From an optimization exercise on the open Yosys and OpenROAD flow, aimed at small area, a short achievable clock period and few clock cycles per item; shortcuts taken in it are not production practice. In this exercise RTL edits were held to simulation tests only and were not proved equivalent to the original.

// q_update_engine
module q_update_engine #(
  parameter int DATA_WIDTH  = 16,
  parameter int FRAC_BITS   = 8,
  parameter int NUM_STATES  = 16,
  parameter int NUM_ACTIONS = 4,
  localparam int SW = $clog2(NUM_STATES),
  localparam int AW = $clog2(NUM_ACTIONS)
) (
  input  logic                  clk,
  input  logic                  rst_n,
  input  logic                  clear,
  input  logic                  in_valid,
  output logic                  in_ready,
  input  logic [SW-1:0]         in_state,
  input  logic [AW-1:0]         in_action,
  input  logic [SW-1:0]         in_next_state,
  input  logic [DATA_WIDTH-1:0] in_reward,
  input  logic                  in_terminal,
  input  logic [DATA_WIDTH-1:0] alpha,
  input  logic [DATA_WIDTH-1:0] gamma,
  output logic                  out_valid,
  input  logic                  out_ready,
  output logic [DATA_WIDTH-1:0] out_q_new,
  output logic [AW-1:0]         out_best_action,
  output logic                  busy
);
For scale: roughly 1400 flip-flops, roughly 74000 um^2 of cells after synthesis.
Settings: LEC_CHECK=0, CAP_MARGIN=30, CORE_MARGIN=2, CORE_UTILIZATION=45, CTS_CLUSTER_DIAMETER=100, CTS_CLUSTER_SIZE=20, PLACE_DENSITY=0.55, SLEW_MARGIN=25; clock period 14.0 ns.
standard.sh (not shown) runs the stock make flow with config.mk's settings and CLKGATE_MAP_FILE= SYNTH_SCRIPT=/design/flow/synth_recipe.tcl, a recipe that flattens the netlist after the stock synthesis.
==> flow/flow/run.sh <==
#!/bin/bash
# The standard layout (standard.sh, unchanged synthesis and steps), with
# timing repair aimed at a setup slack of 8.3 ns at the design's 14 ns clock:
# repair_timing then works on every path longer than 5.7 ns instead of only on
# violating ones. All of make's output goes to standard.log; ORFS keeps each
# step's own log under orfs/logs/.
set -euo pipefail
bash standard.sh SETUP_SLACK_MARGIN=8.3 finish > standard.log 2>&1
Testbench counts at the start, summed over its fixed seeds: cycles 2,683, items 2,400.
Next try:
--- a/flow/design.v
+++ b/flow/design.v
@@ -69,38 +69,39 @@
   logic [15:0]  b2_x, c_x;
   logic [14:0]  b2_d, c_d;         
   logic [9:0]   b2_ay;
   logic [17:0]  b2_e;
   logic [15:0]  b2_cq, c_q;         
   logic         b2_fast, b2_asmall, b2_gsmall;
   logic         b2_dual;           
   logic [1:0]   b2_js;
   logic [12:0]  b2_xa;             
-  logic         b2_q11, c_q11, c_fast;   
+  logic         b2_q11;            
+  logic         c_small;           
   logic [4:0]   b2_ph;
   logic [9:0]   c_lo;              
   logic [25:0]  acc;               
   logic         hb, hs;            
   logic [17:0]  e0, e1, e2;        
   logic [1:0]   cnt;
   logic [15:0]  q_new;
   localparam logic [4:0] S_FIRST = 5'd0,
     S_G1X = 5'd1,  S_G1C = 5'd2,  S_GHX = 5'd3,  S_GLP = 5'd4,  S_GLX = 5'd5,
     S_GLC = 5'd6,  S_TX  = 5'd7,  S_TC  = 5'd8,  S_DX  = 5'd9,  S_DC  = 5'd10,
     S_APX = 5'd11, S_APC = 5'd12, S_AHX = 5'd13, S_ALP = 5'd14, S_ALX = 5'd15,
     S_ALC = 5'd16, S_QX  = 5'd17, S_QC  = 5'd18, S_FX  = 5'd19;
   logic haz, b1_fast, b2_done, b2_go, b1_adv, b1_rel, b1_load, accept, pop;
   logic [2:0] occ;
   assign occ     = {2'b0, c_v} + {1'b0, cnt};
   assign b2_done = (b2_ph == S_FIRST && b2_fast) || b2_ph == S_FX;
   assign b2_go   = b2_v && b2_done && (occ <= 3'd2);
   logic small_c, haz_cr, dual;
-  assign small_c = c_fast && c_q11 && ((c_x[15:10] == 6'h00) || (c_x[15:10] == 6'h3f));
+  assign small_c = c_small;
   assign haz_cr  = !b1_term && c_v && c_s == b1_ns;
   assign dual    = haz_cr && small_c;
   assign haz     = (!b1_term && b2_v && b2_s == b1_ns) || (haz_cr && !small_c) ||
                    (b2_v && b2_s == b1_s && b2_a == b1_a) ||
                    (c_v && c_s == b1_s && c_a == b1_a);
   assign b1_adv  = b1_v && !b1_shadow && !haz && (!b2_v || b2_go);
   assign b1_rel  = b1_shadow ? b2_go : (b1_adv && b1_fast);
   assign b1_load = !b1_v || b1_rel;
   assign in_ready = b1_load && !clear;
@@ -152,21 +153,20 @@
   assign mx   = cf ? m23 : m01;
   assign best = cf ? {1'b1, b23} : {1'b0, b01};
   function automatic logic small12(input logic [15:0] v);
     small12 = (v[15:11] == 5'h00) || (v[15:11] == 5'h1f);
   endfunction
   function automatic logic small13(input logic [15:0] v);
     small13 = (v[15:12] == 4'h0) || (v[15:12] == 4'hf);
   endfunction
   assign b1_fast = b1_asmall && small13(b1_q) && small12(b1_r) &&
-                   (b1_term || (b1_gsmall && (small12(b1_row[0]) || m[0]) &&
-                                (small12(b1_row[1]) || m[1]) && (small12(b1_row[2]) || m[2]) &&
-                                (small12(b1_row[3]) || m[3])));
+                   (b1_term || (b1_gsmall && small12(b1_row[0]) && small12(b1_row[1]) &&
+                                small12(b1_row[2]) && small12(b1_row[3])));
   logic [9:0] g_eff;
   assign g_eff = b1_term ? 10'd0 : b1_gamma[9:0];
   logic [4:0]  nx, nst;           
   logic [9:0]  ny;
   logic [17:0] nra, nrb;
   always_comb begin
     case (b2_ph)
       S_FIRST:             nx = (b2_gsmall || b1_term) ? S_G1X : S_GHX;
       S_GHX, S_GLP:        nx = S_GLX;
@@ -269,20 +269,20 @@
     end
   end
   logic [23:0] c_ps, c_pc, c_p;
   qe_btreek u_c (.x(c_x), .one(c_d[4:0]), .two(c_d[9:5]), .neg(c_d[14:10]),
                  .e({c_q, elo(c_d)}), .s(c_ps), .c(c_pc));
   assign c_p   = c_ps + c_pc;
   assign q_new = c_p[23:8];
   always_ff @(posedge clk) begin
     c_x    <= xwin ? b2_q2[23:8] : b2_p[23:8];
-    c_fast <= b2_fast;
-    c_q11  <= b2_q11;
+    c_small <= b2_fast && b2_q11 && (xwin ? ((b2_q2[23:18] == 6'h00) || (b2_q2[23:18] == 6'h3f)) :
+                                            ((b2_p[23:18] == 6'h00) || (b2_p[23:18] == 6'h3f)));
     c_lo   <= {b2_p[25:24], b2_p[7:0]};
     c_d    <= booth(b2_ay);
     c_q    <= b2_cq;
     c_s    <= b2_s;
     c_a    <= b2_a;
     c_best <= xwin ? b2_js : b2_best;
   end
   always_ff @(posedge clk) begin
     for (int i = 0; i < NS; i++)
After rerunning:
- The new run finished with timing, DRC and antenna clean
- cell area went down slightly
- area after synthesis went down slightly
- die area went down slightly
- critical path depth went up by 9
- global-route usage went up by 0.71 points
- clock skew went down by 0.021 ns
- synthesized cell count is about the same
- non-clock buffer count went down by 44
- routed wire length went up slightly
- final cell count went down slightly
Testbench counts after the change, summed over its fixed seeds: cycles 2,683, items 2,400.

==> separate check: timing with driven ports <==
Ports are ideal in the flow. The routed layouts listed here were re-timed in OpenROAD. Step 1 (the two cells are an assumption about what drives the block):
set clk [get_ports {clk}]
set_driving_cell -lib_cell sky130_fd_sc_hd__clkbuf_16 $clk
set_driving_cell -lib_cell sky130_fd_sc_hd__buf_2 [delete_from_list [all_inputs] $clk]
Step 2, shift: input delay + t, output delay - t, t = (earliest + latest rising clock arrival at the registers) / 2. This alone moves slack from input paths to output paths. Three values: ideal ports, drivers, drivers and shift; two values: the first two.
run	shift t [ns]	setup slack, ns	worst register clock-pin slew, ns
the first run	0.854	7.830 / 7.748 / 7.374	0.10 / 0.10
the second run	0.831	8.131 / 8.094 / 7.365	0.10 / 0.10
After both steps every run listed still meets setup and hold. For the second run, which loses most, drivers alone change the setup slack by -0.037 ns; drivers and shift together by -0.766 ns.
